Background: an optimization exercise with open tools, aiming at small area. Do not read the settings as production practice.
The RTL was checked by simulation tests, not by an equivalence proof against the original design.
Power and IR drop assume default switching activity. The clock port is modelled as an ideal driver; clocking choices that lean on that would not hold on a real chip.

### flow/config.mk
export PLATFORM = sky130hd
export DESIGN_NAME = uartAxiBridge
export DESIGN_NICKNAME = uartAxiBridge
export VERILOG_FILES = /design/flow/design.v
export SDC_FILE = /design/flow/constraint.sdc
export NUM_CORES = 4
export LEC_CHECK = 0
export ABC_AREA = 1
export CAP_MARGIN = 20
export CORE_MARGIN = 2
export CORE_UTILIZATION = 40
export PLACE_DENSITY = 0.9
export SLEW_MARGIN = 20
### flow/standard.sh
#!/bin/bash
# synth_recipe.tcl (not shown) runs the flow's synth.tcl, then flattens the netlist and writes it again
# the make line also repeats each setting of config.mk as NAME=value (left out here)
make -C /OpenROAD-flow-scripts/flow DESIGN_CONFIG=/design/flow/config.mk WORK_HOME=/design/flow/orfs CLKGATE_MAP_FILE= SYNTH_SCRIPT=/design/flow/synth_recipe.tcl "${@:-finish}"
### flow/constraint.sdc
create_clock -name core_clock -period 5.5 [get_ports {clk}]
set_input_delay 1.1000 -clock core_clock [delete_from_list [all_inputs] [get_ports {clk}]]
set_output_delay 1.1000 -clock core_clock [all_outputs]
set_load 0.01 [all_outputs]
### flow/flow/run.sh
#!/bin/bash
# Own layout flow: the standard ORFS flow (standard.sh) with four changes to how the layout
# is made:
#  - no half/full-adder extraction before ABC (ADDER_MAP_FILE empty): the design has no wide
#    adders, and extraction turned small decoders into half-adder cells;
#  - ABC maps the logic with &nf and area recovery, five rounds (flow/abc_area.script), instead
#    of ORFS's area script,
#    which maps with map -B 0.9 and then buffers and upsizes; flip-flop mapping is unchanged;
#  - a lighter clock tree: no dummy loads, larger sink clusters;
#  - the smallest buffer (buf_1) on the ports.
# Every step's full log stays in orfs/logs/; make's own output goes to make.log in this folder.
set -euo pipefail
here=$(pwd)
rm -rf "$here/scripts_own"
cp -r "$FLOW_HOME/scripts" "$here/scripts_own"
cp "$here/flow/abc_area.script" "$here/scripts_own/abc_area.script"
bash standard.sh finish \
  "SCRIPTS_DIR=$here/scripts_own" \
  "ADDER_MAP_FILE=" \
  "CTS_ARGS=-sink_clustering_enable -repair_clock_nets -dont_use_dummy_load -buf_list sky130_fd_sc_hd__clkbuf_16 -sink_clustering_size 34 -sink_clustering_max_diameter 90" \
  "BUFFER_PORTS_ARGS=-buffer_cell sky130_fd_sc_hd__buf_1" > make.log 2>&1
### flow/flow/abc_area.script
strash
&get -n
&dch -f
&nf -R 1000
&put
strash
&get -n
&dch -f
&nf -R 1000
&put
strash
&get -n
&dch -f
&nf -R 1000
&put
strash
&get -n
&dch -f
&nf -R 1000
&put
strash
&get -n
&dch -f
&nf -R 1000
&put
topo
### flow/design.v
package uartAxiBridgePkg;
  typedef enum logic [5:0]
  {
    OP_NOP   = 6'd0,
    OP_READ  = 6'd1,
    OP_WRITE = 6'd2
  } cmdOpcodeE;
  typedef enum logic [5:0]
  {
    RSP_NOP        = 6'd0,
    RSP_READ       = 6'd1,
    RSP_WRITE      = 6'd2,
    RSP_INVALID    = 6'd3,
    RSP_BUSY_READ  = 6'd9,
    RSP_BUSY_WRITE = 6'd10
  } respCodeE;
  function automatic logic [15:0] crc16Update(input logic [15:0] crcIn,
                                              input logic [7:0] dataByte);
    logic [15:0] crc;
    crc = crcIn ^ {8'h00, dataByte};
    for (int i = 0; i < 8; i++)
    begin
      if (crc[0])
        crc = (crc >> 1) ^ 16'hA001;
      else
        crc = crc >> 1;
    end
    crc16Update = crc;
  endfunction
  function automatic logic [15:0] crc16Aged(input logic [7:0] dataByte);
    logic [15:0] crc;
    crc = uartAxiBridgePkg::crc16Update(16'h0000, dataByte);
    for (int i = 0; i < 16 - 2; i++)
      crc = uartAxiBridgePkg::crc16Update(crc, 8'h00);
    crc16Aged = crc;
  endfunction
endpackage
`timescale 1ns/100ps
module frameReceiver
(
  input  logic                       clk,
  input  logic                       axi_resetn,
  input  logic [7:0]                 rxByte,
  input  logic                       rxByteValid,
  output logic                       cmdValid,
  output logic [16*8-1:0]  rxWindow
);
  logic [4:0]  byteCount;    
  logic [15:0] crcAcc;
  logic [15:0] crcNext;
  logic [7:0]  oldByte;
  logic        frameMatch;
  assign oldByte = byteCount[4] ? rxWindow[16*8-1 -: 8] : 8'h00;
  assign crcNext = uartAxiBridgePkg::crc16Update(crcAcc, 8'h00) ^ {rxByte, 8'h00} ^
                   uartAxiBridgePkg::crc16Aged(oldByte);
  assign frameMatch = rxByteValid && (byteCount[4] || (&byteCount[3:0])) &&
                      (crcNext == 16'h01AB);
  always_ff @(posedge clk)
  begin
    if (!axi_resetn)
    begin
      byteCount <= '0;
      crcAcc    <= '0;
      cmdValid  <= 1'b0;
    end
    else
    begin
      cmdValid <= frameMatch;
      if (rxByteValid)
      begin
        if (frameMatch)
        begin
          byteCount <= '0;
          crcAcc    <= '0;
        end
        else
        begin
          if (!byteCount[4])
            byteCount <= byteCount + 5'd1;
          crcAcc <= crcNext;
        end
      end
    end
  end
  always_ff @(posedge clk)
  begin
    if (rxByteValid)
      rxWindow <= {rxWindow[16*8-9:0], rxByte};
  end
endmodule
`timescale 1ns/100ps
module commandEngine
(
  input  logic                      clk,
  input  logic                      axi_resetn,
  input  logic                      cmdValid,
  input  logic [16*8-1:0] cmdFrame,
  output logic [31:0]               axi_awaddr,
  output logic                      axi_awvalid,
  input  logic                      axi_awready,
  output logic [31:0]               axi_wdata,
  output logic                      axi_wvalid,
  input  logic                      axi_wready,
  input  logic [1:0]                axi_bresp,
  input  logic                      axi_bvalid,
  output logic                      axi_bready,
  output logic [31:0]               axi_araddr,
  output logic                      axi_arvalid,
  input  logic                      axi_arready,
  input  logic [31:0]               axi_rdata,
  input  logic [1:0]                axi_rresp,
  input  logic                      axi_rvalid,
  output logic                      axi_rready,
  input  logic                      respFull,
  input  logic                      respPush,
  output logic                      pushReq,
  output logic [108-1:0]    pushEntry
);
  typedef enum logic [1:0] {RD_IDLE, RD_ADDR, RD_DATA, RD_DONE} readStateE;
  typedef enum logic [1:0] {WR_IDLE, WR_REQ, WR_RESP, WR_DONE} writeStateE;
  readStateE  rdState;
  writeStateE wrState;
  logic [5:0]  opcode;
  logic [7:0]  cmdSeq;
  logic [63:0] cmdAddr;
  logic [31:0] cmdData;
  logic awDone, wDone, awHs, wHs;
  logic immValid, immPush, startRead, startWrite;
  logic rdPushOk, wrPushOk;
  logic [1:0] immKind;
  logic [7:0]  rdSeq, wrSeq;
  logic [63:0] rdAddr, wrAddr;
  logic [31:0] rdData, wrData;
  logic [1:0]  rdResp, wrResp;
  assign opcode  = cmdFrame[125:120];
  assign cmdSeq  = cmdFrame[119:112];
  assign cmdAddr = cmdFrame[111:48];
  assign cmdData = cmdFrame[47:16];
  always_comb
  begin
    case (opcode)
      uartAxiBridgePkg::OP_NOP:
      begin
        immValid = 1'b1;
        immKind  = 2'd0;
      end
      uartAxiBridgePkg::OP_READ:
      begin
        immValid = (rdState != RD_IDLE);
        immKind  = 2'd1;
      end
      uartAxiBridgePkg::OP_WRITE:
      begin
        immValid = (wrState != WR_IDLE);
        immKind  = 2'd2;
      end
      default:
      begin
        immValid = 1'b1;
        immKind  = 2'd3;
      end
    endcase
  end
  assign immPush    = cmdValid && immValid;
  assign startRead  = cmdValid && (opcode == uartAxiBridgePkg::OP_READ) && (rdState == RD_IDLE);
  assign startWrite = cmdValid && (opcode == uartAxiBridgePkg::OP_WRITE) && (wrState == WR_IDLE);
  assign rdPushOk = (rdState == RD_DONE) && !respFull && !respPush && !immPush;
  assign wrPushOk = (wrState == WR_DONE) && !respFull && !respPush && !immPush && !rdPushOk;
  assign pushReq = (immPush && !respFull) || rdPushOk || wrPushOk;
  assign pushEntry = ({108{immPush}}  & {2'd0, immKind, cmdSeq, cmdAddr, cmdData}) |
                     ({108{rdPushOk}} & {2'd1, rdResp, rdSeq, rdAddr, rdData}) |
                     ({108{wrPushOk}} & {2'd2, wrResp, wrSeq, wrAddr, wrData});
  assign axi_arvalid = (rdState == RD_ADDR);
  assign axi_rready  = (rdState != RD_DONE);
  assign axi_awvalid = (wrState == WR_REQ) && !awDone;
  assign axi_wvalid  = (wrState == WR_REQ) && !wDone;
  assign axi_bready  = (wrState != WR_DONE);
  assign awHs        = axi_awvalid && axi_awready;
  assign wHs         = axi_wvalid && axi_wready;
  assign axi_araddr = rdAddr[31:0];
  assign axi_awaddr = wrAddr[31:0];
  assign axi_wdata  = wrData;
  always_ff @(posedge clk)
  begin
    if (!axi_resetn)
    begin
      rdState  <= RD_IDLE;
      wrState  <= WR_IDLE;
      awDone   <= 1'b0;
      wDone    <= 1'b0;
    end
    else
    begin
      case (rdState)
        RD_IDLE: if (startRead) rdState <= RD_ADDR;
        RD_ADDR: if (axi_arready) rdState <= RD_DATA;
        RD_DATA: if (axi_rvalid) rdState <= RD_DONE;
        RD_DONE: if (rdPushOk) rdState <= RD_IDLE;
      endcase
      case (wrState)
        WR_IDLE:
        begin
          if (startWrite)
          begin
            wrState <= WR_REQ;
            awDone  <= 1'b0;
            wDone   <= 1'b0;
          end
        end
        WR_REQ:
        begin
          awDone <= awDone || awHs;
          wDone  <= wDone || wHs;
          if ((awDone || awHs) && (wDone || wHs))
            wrState <= WR_RESP;
        end
        WR_RESP: if (axi_bvalid) wrState <= WR_DONE;
        WR_DONE: if (wrPushOk) wrState <= WR_IDLE;
      endcase
    end
  end
  always_ff @(posedge clk)
  begin
    if (startRead)
    begin
      rdSeq  <= cmdSeq;
      rdAddr <= cmdAddr;
    end
    if ((rdState == RD_DATA) && axi_rvalid)
    begin
      rdData <= axi_rdata;
      rdResp <= axi_rresp;
    end
    if (startWrite)
    begin
      wrSeq  <= cmdSeq;
      wrAddr <= cmdAddr;
      wrData <= cmdData;
    end
    if ((wrState == WR_RESP) && axi_bvalid)
      wrResp <= axi_bresp;
  end
endmodule
`timescale 1ns/100ps
module responseQueue
(
  input  logic                    clk,
  input  logic                    axi_resetn,
  input  logic                    pushReq,
  input  logic [108-1:0]  pushEntry,
  input  logic                    respPop,
  output logic                    respPush,
  output logic [108-1:0]  respHead,
  output logic                    respFull,
  output logic                    respEmpty
);
  logic [108-1:0] queueMem [4];
  logic [1:0]             wrPtr;
  logic [1:0]             rdPtr;
  logic [2:0]             count;
  logic [2:0]             countNext;
  logic [1:0]             wrPtrNext;
  logic                   doPush;
  logic                   doPop;
  assign doPush = respPush && !respFull;
  assign doPop  = respPop && !respEmpty;
  always_comb
  begin
    respHead = '0;
    for (int i = 0; i < 4; i++)
      respHead = respHead | ({108{doPop && (rdPtr == 2'(i))}} & queueMem[i]);
  end
  assign respFull  = (count == 3'(4));
  assign respEmpty = (count == '0);
  assign countNext = count + {2'b00, doPush} - {2'b00, doPop};
  assign wrPtrNext = wrPtr + {1'b0, doPush};
  always_ff @(posedge clk)
  begin
    if (!axi_resetn)
    begin
      wrPtr    <= '0;
      rdPtr    <= '0;
      count    <= '0;
      respPush <= 1'b0;
    end
    else
    begin
      respPush <= pushReq;
      wrPtr    <= wrPtrNext;
      count    <= countNext;
      if (doPop)
        rdPtr <= rdPtr + 2'd1;
    end
  end
  always_ff @(posedge clk)
  begin
    if (pushReq && (countNext != 3'(4)))
      queueMem[wrPtrNext] <= ~pushEntry;
  end
endmodule
`timescale 1ns/100ps
module frameTransmitter
(
  input  logic                    clk,
  input  logic                    axi_resetn,
  input  logic [108-1:0]  respHead,
  input  logic                    respEmpty,
  output logic                    respPop,
  input  logic                    txReady,
  output logic [7:0]              txByte,
  output logic                    txByteStrobe
);
  typedef enum logic {TX_IDLE, TX_SEND} txStateE;
  txStateE                txState;
  logic [3:0]             txKindN;
  logic [108-5:0] txBytesN;
  logic                   txShift;
  logic [15:0]            txCrc;
  logic [3:0]             byteIdx;
  logic                   lastStrobe;
  logic [7:0]             msgByte;
  logic [3:0]             kind;
  logic [7:0]             respByte;
  logic [95:0]            fixedFields;
  logic                   useFixed;
  logic [7:0]             fixedByte;
  assign respPop = (txState == TX_IDLE) && !respEmpty;
  assign txByteStrobe = (txState == TX_SEND) && txReady && !lastStrobe;
  assign kind = ~txKindN;
  always_comb
  begin
    case (kind)
      4'd0:    respByte = {2'b00, uartAxiBridgePkg::RSP_NOP};
      4'd1:    respByte = {2'b00, uartAxiBridgePkg::RSP_BUSY_READ};
      4'd2:    respByte = {2'b00, uartAxiBridgePkg::RSP_BUSY_WRITE};
      4'd3:    respByte = {2'b00, uartAxiBridgePkg::RSP_INVALID};
      4'd4, 4'd5, 4'd6, 4'd7:
               respByte = {kind[1:0], uartAxiBridgePkg::RSP_READ};
      default: respByte = {kind[1:0], uartAxiBridgePkg::RSP_WRITE};
    endcase
  end
  assign fixedFields = (kind == 4'd3) ? {64'h10BA_D0BA_D00D_AD00, 32'hFFFF_FFFF} :
                                         {64'hDEAD_CAFE_1234_5678, 32'h0000_0001};
  assign useFixed    = (kind == 4'd0) || (kind == 4'd3);
  always_comb
  begin
    fixedByte = 8'h00;
    for (int i = 2; i < 14; i++)
      if (byteIdx == 4'(i))
        fixedByte = fixedFields[8*14-17-8*(i-2) -: 8];
    if (byteIdx == 4'd0)
      msgByte = respByte;
    else if (useFixed && (byteIdx >= 4'd2))
      msgByte = fixedByte;
    else if ((kind == 4'd1) && (byteIdx >= 4'd10))
      msgByte = 8'h00;
    else
      msgByte = ~txBytesN[108-5 -: 8];
  end
  always_comb
  begin
    if (byteIdx < 4'(14))
      txByte = msgByte;
    else if (byteIdx == 4'(14))
      txByte = txCrc[7:0];
    else
      txByte = txCrc[15:8];
  end
  always_ff @(posedge clk)
  begin
    if (!axi_resetn)
    begin
      txState    <= TX_IDLE;
      byteIdx    <= '0;
      lastStrobe <= 1'b0;
    end
    else
    begin
      lastStrobe <= txByteStrobe;
      if (respPop)
      begin
        txState <= TX_SEND;
        byteIdx <= '0;
      end
      else if (txByteStrobe)
      begin
        byteIdx <= byteIdx + 4'd1;
        if (byteIdx == 4'(16 - 1))
          txState <= TX_IDLE;
      end
    end
  end
  assign txShift = txByteStrobe && (byteIdx != 4'd0) && (byteIdx < 4'(14));
  always_ff @(posedge clk)
  begin
    txKindN  <= respHead[108-1 -: 4] | ({4{!respPop}} & txKindN);
    txBytesN <= respHead[108-5:0] |
                ({(108-4){txShift}} & {txBytesN[108-13:0], 8'hFF}) |
                ({(108-4){!respPop && !txShift}} & txBytesN);
  end
  always_ff @(posedge clk)
  begin
    if (respPop)
      txCrc   <= 16'hFFFF;
    else if (txByteStrobe && (byteIdx < 4'(14)))
      txCrc <= uartAxiBridgePkg::crc16Update(txCrc, msgByte);
  end
endmodule
`timescale 1ns/100ps
module uartAxiBridge (
  input  logic        clk,
  input  logic        axi_resetn,
  input  logic [7:0]  rxByte,
  input  logic        rxByteValid,
  input  logic        txReady,
  output logic [7:0]  txByte,
  output logic        txByteStrobe,
  output logic [31:0] axi_awaddr,
  output logic [2:0]  axi_awprot,
  output logic        axi_awvalid,
  input  logic        axi_awready,
  output logic [31:0] axi_wdata,
  output logic [3:0]  axi_wstrb,
  output logic        axi_wvalid,
  input  logic        axi_wready,
  input  logic [1:0]  axi_bresp,
  input  logic        axi_bvalid,
  output logic        axi_bready,
  output logic [31:0] axi_araddr,
  output logic [2:0]  axi_arprot,
  output logic        axi_arvalid,
  input  logic        axi_arready,
  input  logic [31:0] axi_rdata,
  input  logic [1:0]  axi_rresp,
  input  logic        axi_rvalid,
  output logic        axi_rready
);
  logic                      cmdValid;
  logic [16*8-1:0] rxWindow;
  logic                      pushReq;
  logic [108-1:0]    pushEntry;
  logic                      respPush;
  logic                      respPop;
  logic [108-1:0]    respHead;
  logic                      respFull;
  logic                      respEmpty;
  assign axi_awprot = 3'b001;
  assign axi_arprot = 3'b001;
  assign axi_wstrb  = 4'hF;
  frameReceiver i_frameReceiver (
    .clk(clk), .axi_resetn(axi_resetn),
    .rxByte(rxByte), .rxByteValid(rxByteValid),
    .cmdValid(cmdValid), .rxWindow(rxWindow)
  );
  commandEngine i_commandEngine (
    .clk(clk), .axi_resetn(axi_resetn),
    .cmdValid(cmdValid), .cmdFrame(rxWindow),
    .axi_awaddr(axi_awaddr), .axi_awvalid(axi_awvalid), .axi_awready(axi_awready),
    .axi_wdata(axi_wdata), .axi_wvalid(axi_wvalid), .axi_wready(axi_wready),
    .axi_bresp(axi_bresp), .axi_bvalid(axi_bvalid), .axi_bready(axi_bready),
    .axi_araddr(axi_araddr), .axi_arvalid(axi_arvalid), .axi_arready(axi_arready),
    .axi_rdata(axi_rdata), .axi_rresp(axi_rresp), .axi_rvalid(axi_rvalid),
    .axi_rready(axi_rready),
    .respFull(respFull), .respPush(respPush),
    .pushReq(pushReq), .pushEntry(pushEntry)
  );
  responseQueue i_responseQueue (
    .clk(clk), .axi_resetn(axi_resetn),
    .pushReq(pushReq), .pushEntry(pushEntry), .respPop(respPop),
    .respPush(respPush), .respHead(respHead), .respFull(respFull), .respEmpty(respEmpty)
  );
  frameTransmitter i_frameTransmitter (
    .clk(clk), .axi_resetn(axi_resetn),
    .respHead(respHead), .respEmpty(respEmpty), .respPop(respPop),
    .txReady(txReady), .txByte(txByte), .txByteStrobe(txByteStrobe)
  );
endmodule
==> results of run 1 <==
registers in the layout, indices dropped and copies added, names as in the netlist, 3 cells and up:
name,count
i_commandEngine.wrSeq,8
i_commandEngine.rdAddr,64
i_frameReceiver.rxWindow,128
i_frameReceiver.crcAcc,16
i_responseQueue.queueMem,432
i_frameTransmitter.txCrc,16
i_commandEngine.rdData,32
i_commandEngine.rdSeq,8
i_frameTransmitter.txKindN,4
i_frameTransmitter.txBytesN,104
i_frameTransmitter.byteIdx,4
i_commandEngine.wrAddr,64
i_responseQueue.count,3
i_frameReceiver.byteCount,5
i_commandEngine.wrData,32
worst register-to-register path, stage by stage (launching register included):
cell and delay, ns:
edfxtp_1 0.42, or4_4 0.58, nor2_2 0.15, nand2_1 0.07, nor3_1 0.22, nand2b_4 0.20, a31oi_4 0.15, nor3b_1 0.44
nor2b_4 0.22, buf_4 0.48, buf_4 0.86, a222oi_1 0.38
cell families (layout without fill, tap and decap cells):
family | count (synthesis) | after routing | share of synthesized area
compound gates | 443 | 443 | 0.117
other cells | 2 | 12 | 0.000227
simple gates | 312 | 312 | 0.0406
xor+xnor | 78 | 78 | 0.0207
flops | 938 | 938 | 0.802
buf+inv | 80 | 238 | 0.0175
mux | 5 | 5 | 0.00151
power by group through the flow:
stage          Sequential, mW  Combinational, mW  Clock (mW)
2_1_floorplan            8.40               1.22           0
3_3_place_gp             8.52               1.70           0
3_5_place_dp             8.54               1.77           0
4_1_cts                  8.39               1.79        3.04
5_1_grt                  8.43               1.99        3.25
6_report                 8.40               1.85        3.03
per-layer routing:
layer | global-route usage | wire length (um)
met3 | 0.0375 | 9850
met4 | 0.0600 | 2760
met2 | 0.301 | 38600
met5 | 0 | 44
met1 | 0.223 | 27000
cells in the final DEF, fill, tap and decap left out, types with 2 or more instances in the layout:
| master | instances |
|---|---|
| and2_0 | 4 |
| a211oi_1 | 5 |
| nor2b_1 | 4 |
| or2_0 | 2 |
| dfxtp_1 | 166 |
| mux2i_1 | 5 |
| clkbuf_16 | 34 |
| diode_2 | 2 |
| and3_1 | 2 |
| nand2_1 | 175 |
| o21ai_0 | 42 |
| nor3_1 | 22 |
| a31oi_1 | 2 |
| a21oi_1 | 49 |
| and4b_1 | 2 |
| buf_12 | 9 |
| a222oi_1 | 308 |
| o22ai_1 | 11 |
| nor4_1 | 2 |
| buf_4 | 26 |
| nand3_1 | 14 |
| nor2_1 | 52 |
| nor3b_1 | 5 |
| buf_1 | 161 |
| a221oi_1 | 10 |
| nor2_4 | 9 |
| nand2b_1 | 2 |
| clkinv_1 | 6 |
| xnor2_1 | 48 |
| xor2_1 | 30 |
| conb_1 | 10 |
| a22oi_1 | 4 |
| edfxtp_1 | 772 |
| nand4_1 | 2 |
| o31ai_1 | 3 |
worst min path at each step:
stage	slack, ns	start	cells past startpoint	endpoint
3_5_place_dp	0.40	i_frameReceiver.rxWindow[6]$_DFFE_PP_	0	i_frameReceiver.rxWindow[14]$_DFFE_PP_
2_1_floorplan	0.40	i_frameReceiver.rxWindow[2]$_DFFE_PP_	0	i_frameReceiver.rxWindow[10]$_DFFE_PP_
4_1_cts	0.35	i_frameReceiver.rxWindow[5]$_DFFE_PP_	0	i_frameReceiver.rxWindow[13]$_DFFE_PP_
3_3_place_gp	0.40	i_frameReceiver.rxWindow[11]$_DFFE_PP_	0	i_frameReceiver.rxWindow[19]$_DFFE_PP_
5_1_grt	0.35	i_frameReceiver.rxWindow[5]$_DFFE_PP_	0	i_frameReceiver.rxWindow[13]$_DFFE_PP_
6_report	0.35	i_frameReceiver.rxWindow[5]$_DFFE_PP_	0	i_frameReceiver.rxWindow[13]$_DFFE_PP_
layout make-up:
class / instances / area, um2
diodes: 2 / 5.00
clock buffers: 34 / 851
fillers: 6770 / 46100
flip-flops and latches: 938 / 26500
multi-input cells: 848 / 6120
inverters: 6 / 22.5
repair buffers: 198 / 1010
well taps: 1070 / 1340
==> flow_summary.json, run 1 <==
{
  "postRouteAntennaNets": 0,
  "nNetsFinal": 2079,
  "hold_violations": 0,
  "final.setup.tns_ns": 0,
  "yosysMostFrequentCell": "edfxtp_1",
  "dp.cells": 3059,
  "layout.cells.non_filler": 3096,
  "routed-via-count": 19271,
  "cp.depth": 11,
  "ys_top_cells_by_area": "edfxtp_1, dfxtp_1, a222oi_1",
  "grt_pass1_vias": 18418,
  "crit_end": "i_responseQueue.queueMem[3][63]$_DFFE_PP_",
  "rows": 105,
  "die_x_um": 291,
  "period_share": 0.813,
  "ir_worst_vdd_uv": 380,
  "place_ws_ns": 1.13,
  "clockBufferDepth": 3,
  "wl_um": 78300,
  "path_delay_family": "simple AND/OR/NAND/NOR gates",
  "root_buffer": "clkbuf_16",
  "numCtsBuffers": 34,
  "start_util": 0.403,
  "yosys.area.top_type_share": 0.702,
  "p_int_mw": 9.85,
  "ys_top_cells_by_count": "edfxtp_1, a222oi_1, nand2_1",
  "fin_total_pwr_mw": 13.3,
  "r2r_slack_ns": 1.03,
  "cp_num_buf_inv": 2,
  "place_congestion": 0.822,
  "tightest_slew_ns": 1.10,
  "path_common_cell": "buf_4",
  "syn_area_um2": 33000,
  "syn_inst": 1858,
  "drive_gt1_frac": 0.0455,
  "dpl.hpwl_um": 45200,
  "ff2ff_path_depth": 11,
  "worstSetupStartpointType": "flip-flop",
  "crit_path_max_incr_delay_ns": 0.85,
  "htree_num_levels": 2,
  "first_iter_violations": 4255,
  "cts_tree": "done",
  "required_ns": 5.77,
  "io_buffer_count": 162,
  "final_core_util": 0.437,
  "power.switching_mw": 3.43,
  "path_cells": "or4_4, nor2_2, nand2_1, nor3_1, nand2b_4, a31oi_4, nor3b_1, nor2b_4, buf_4, buf_4, a222oi_1",
  "r2r_end": "i_responseQueue.queueMem[3][63]$_DFFE_PP_",
  "slew_headroom": 0.264,
  "clkSinkCount": 938,
  "fin_hold_ws_ns": 0.346,
  "status": "timing/DRC/antenna clean",
  "ctsHoldBuffers": 0,
  "fin_crit_ns": 4.47,
  "p_seq_frac": 0.633,
  "finalClockSkew_ns": 0.107,
  "synth_cell_types": 43,
  "area_delta_synth_final_pct": 8.55,
  "fp.dieH_um": 291,
  "clkLatencyLatePin_ns": 0.62,
  "fmax_ghz": 0.224,
  "ys_seq_area_frac": 0.802,
  "dpl_cell_area_um2": 35000,
  "viasPerCell": 6.22,
  "coreArea_um2": 82000,
  "worst_slack_ns": 1.03,
  "post-route-drc-count": 0,
  "setup_viol": 0,
  "synthFlopType": "edfxtp_1",
  "dieArea_um2": 84900,
  "end_kind": "flip-flop",
  "synth_area_leader_cell": "edfxtp_1",
  "combPwrFrac": 0.139,
  "grt_max_degree": 157,
  "cp_max_fo": 69,
  "p_clk_frac": 0.228,
  "r2r-start": "i_frameReceiver.rxWindow[123]$_DFFE_PP_",
  "slew_violations": 0,
  "crit_type": "reg2reg",
  "grt_usage": 0.176,
  "avgSynthCellArea_um2": 17.8,
  "clkTransAtPathRegs_ns": 0.12,
  "grt_pass1_wl_um": 116000,
  "cts_setup_buffers": 0,
  "crit_start": "i_frameReceiver.rxWindow[123]$_DFFE_PP_",
  "p_leak_nw": 12.3,
  "p_per_area_nw_per_um2": 370,
  "synth-edff-count": 772,
  "arrival_ns": 4.74,
  "hp-class": "reg2reg",
  "max_cap_violations": 0,
  "cts_resized": 0,
  "rsz0062_at_grt": "no",
  "sw_frac_of_total": 0.258,
  "cp_slowest_cell": "buf_4",
  "synth_seq_cells": 938,
  "ios": 173,
  "fin_area_um2": 35900,
  "ys_warn_count": 4,
  "async_flop_share": 0,
  "antenna_found_initial": 6,
  "overflow": 0,
  "firstDrtPassIters": 14,
  "wl_per_cell_um": 25.3
}
==> run 2, diff against run 1 <==
--- a/flow/config.mk
+++ b/flow/config.mk
@@ -11,3 +11,3 @@
 export CORE_UTILIZATION = 40
-export PLACE_DENSITY = 0.9
+export PLACE_DENSITY = 0.8
 export SLEW_MARGIN = 20
==> flow_summary.json, run 2 <==
{
  "status": "timing/DRC/antenna clean",
  "r2r_slack_ns": 1.06,
  "postRouteAntennaNets": 0,
  "slew_headroom": 0.301,
  "coreArea_um2": 82000,
  "setup_viol": 0,
  "cp_max_fo": 22,
  "grt_max_degree": 105,
  "clkSinkCount": 938,
  "place_ws_ns": 1.22,
  "fin_hold_ws_ns": 0.433,
  "final_cell_mix": "edfxtp_1, a222oi_1, nand2_1, dfxtp_1, buf_1",
  "synth-edff-count": 772,
  "arrival_ns": 3.67,
  "die_x_um": 291,
  "tightest_slew_ns": 1.05,
  "async_flop_share": 0,
  "antenna_found_initial": 3,
  "grt_usage": 0.180,
  "first_iter_violations": 3644,
  "grt_pass1_vias": 19451,
  "ys_top_cells_by_area": "edfxtp_1, dfxtp_1, a222oi_1",
  "yosys.area.top_type_share": 0.702,
  "routed-via-count": 19154,
  "ys_seq_area_frac": 0.802,
  "fin_crit_ns": 4.77,
  "crit_end": "txByte[1]",
  "rsz0062_at_grt": "no",
  "firstDrtPassIters": 10,
  "ys_warn_count": 4,
  "top_regs": "i_responseQueue.queueMem (432), i_frameReceiver.rxWindow (128), i_frameTransmitter.txBytesN (104)",
  "worst_slack_ns": 0.729,
  "ys_top_cells_by_count": "edfxtp_1, a222oi_1, nand2_1",
  "syn_area_um2": 33000,
  "cts_resized": 0,
  "ff2ff_path_depth": 15,
  "synth_area_leader_cell": "edfxtp_1",
  "ios": 173,
  "required_ns": 4.40,
  "crit_start": "i_frameTransmitter.byteIdx[0]$_SDFFE_PP0P_",
  "worstSetupStartpointType": "flip-flop",
  "fmax_ghz": 0.210,
  "largest_register_ffs": 432,
  "hold_violations": 0,
  "ir_worst_vdd_uv": 301,
  "ctsHoldBuffers": 0,
  "synthFlopType": "edfxtp_1",
  "fp.dieH_um": 291,
  "start_util": 0.403,
  "synth_cell_types": 43,
  "p_leak_nw": 12.4,
  "r2r_end": "i_frameTransmitter.txCrc[0]$_SDFFE_PP1P_",
  "top_register": "i_responseQueue.queueMem",
  "place_congestion": 0.825,
  "p_per_area_nw_per_um2": 374,
  "r2r-start": "i_frameTransmitter.byteIdx[0]$_SDFFE_PP0P_",
  "area_delta_synth_final_pct": 8.67,
  "syn_inst": 1858,
  "dpl.hpwl_um": 44300,
  "period_share": 0.867,
  "rows": 105,
  "dp.cells": 3058,
  "synth_seq_cells": 938,
  "htree_num_levels": 2,
  "io_buffer_count": 162,
  "overflow": 0,
  "grt_pass1_wl_um": 118000,
  "avgSynthCellArea_um2": 17.8,
  "hp-class": "reg2reg",
  "numCtsBuffers": 37,
  "clockBufferDepth": 3,
  "finalClockSkew_ns": 0.0945,
  "root_buffer": "clkbuf_16",
  "final_common_cell": "edfxtp_1",
  "end_kind": "output pin",
  "crit_type": "reg2out",
  "layout.cells.non_filler": 3096,
  "max_cap_violations": 0,
  "drive_gt1_frac": 0.0464,
  "hold_depth": 0,
  "dieArea_um2": 84900,
  "final_core_util": 0.438,
  "cts_tree": "done",
  "clkLatencyLatePin_ns": 0.62,
  "wl_um": 78700,
  "clkTransAtPathRegs_ns": 0.12,
  "cts_setup_buffers": 0,
  "post-route-drc-count": 0,
  "yosysMostFrequentCell": "edfxtp_1",
  "wl_per_cell_um": 25.4,
  "slew_violations": 0,
  "nNetsFinal": 2080,
  "viasPerCell": 6.19
}
## run 2: cell types whose count changed in the layout (fill, tap and decap cells not counted)
cell,change
buf_12,-2
diode_2,-1
nor4_2,+1
nor4_1,-1
clkbuf_16,+3
## run 2: how the worst min path moves through the flow
stage	start	to	slack (ns)
finish	i_frameReceiver.rxWindow[11]$_DFFE_PP_	i_frameReceiver.rxWindow[19]$_DFFE_PP_	0.43
global route	i_frameReceiver.rxWindow[15]$_DFFE_PP_	i_frameReceiver.rxWindow[23]$_DFFE_PP_	0.44
CTS	i_frameReceiver.rxWindow[10]$_DFFE_PP_	i_frameReceiver.rxWindow[18]$_DFFE_PP_	0.43
detailed placement	i_frameReceiver.rxWindow[11]$_DFFE_PP_	i_frameReceiver.rxWindow[19]$_DFFE_PP_	0.41
global placement	i_frameReceiver.rxWindow[9]$_DFFE_PP_	i_frameReceiver.rxWindow[17]$_DFFE_PP_	0.40
floorplan	i_frameReceiver.rxWindow[2]$_DFFE_PP_	i_frameReceiver.rxWindow[10]$_DFFE_PP_	0.40
## run 2: stage by stage
| step | setup TNS, ns | instance area [um2] | total power [mW] |
|---|---|---|---|
| 6_report | 0 | 35900 | 13.4 |
| 5_1_grt | 0 | 35900 | 13.9 |
| 4_1_cts | 0 | 35900 | 13.5 |
| 3_5_place_dp | 0 | 35000 | 10.3 |
| 3_3_place_gp | 0 | 34900 | 10.3 |
| 2_1_floorplan | -624.54 | 33200 | 9.62 |
## run 2: layout make-up
class	instances	area (um2)
Inverter	6	22.5
Timing Repair Buffer	196	975
Fill cell	7029	46100
Antenna cell	1	2.50
Multi-Input combinational cell	848	6130
Tap cell	1070	1340
Clock buffer	37	926
Sequential cell	938	26500
## run 2: cell families after synthesis
group                  synth area share
XOR/XNOR                         0.0207
AO/OA/AOI/OAI                     0.117
AND/OR/NAND/NOR                  0.0406
buffers and inverters            0.0175
flip-flops                        0.802
other                          0.000227
multiplexers                    0.00151
## run 2: per-layer routing
| layer | GRT usage | routed length [um] | vias up | part of all wire |
|---|---|---|---|---|
| met5 | 0 | 13 | - | 0.00017 |
| met4 | 0.0684 | 2500 | 2 | 0.032 |
| met3 | 0.0240 | 7370 | 135 | 0.094 |
| met2 | 0.311 | 39300 | 1192 | 0.50 |
| met1 | 0.231 | 29600 | 9681 | 0.38 |
| li1 | - | - | 8144 | - |
## run 2: critical path, cell delays in order, from the launching register on
cell      delay (ns)
dfxtp_1         0.94
clkinv_1        0.52
nand3_1         0.21
o22a_1          0.20
a21oi_1         0.07
a211o_1         0.29
a211oi_1        0.27
o221ai_1        0.13
o21ai_0         0.17
o22ai_1         0.14
buf_1           0.14
## run 2: power by group
part | internal (mW) | leakage [nW] | switching [mW]
clock | 1.22 | 0.456 | 1.97
sequential | 8.04 | 9.52 | 0.351
combinational | 0.648 | 2.38 | 1.18

==> re-timing with driven ports <==
No port has a modelled driver above. Below, the same layouts with a new extraction and two added sets of constraints.
Step 1: set_driving_cell puts a clkbuf_16 on clk and a buf_2 on each other input, an assumption about the parent block.
Step 2 adds t to the input delays and takes it off the output delays; t is the mean of the earliest and latest rising clock arrival at the registers after step 1. Input paths then give back, and output paths get back, about the clock's delay inside the block.
Slacks: ideal ports / drivers / drivers and shift; pairs: ideal ports / drivers.
| run | t, ns | setup WS [ns] | hold WS [ns] | worst slew at a driven data input, ns | pins driven straight from the clock port |
|---|---|---|---|---|---|
| run 1 | 0.631 | 1.026 / 1.006 / 1.026 | 0.346 / 0.346 / 0.346 | 0.11 | 1 |
| run 2 | 0.635 | 0.729 / 0.668 / 1.062 | 0.433 / 0.433 / 0.433 | 0.08 | 1 |
After both steps setup and hold are still met in every run listed.
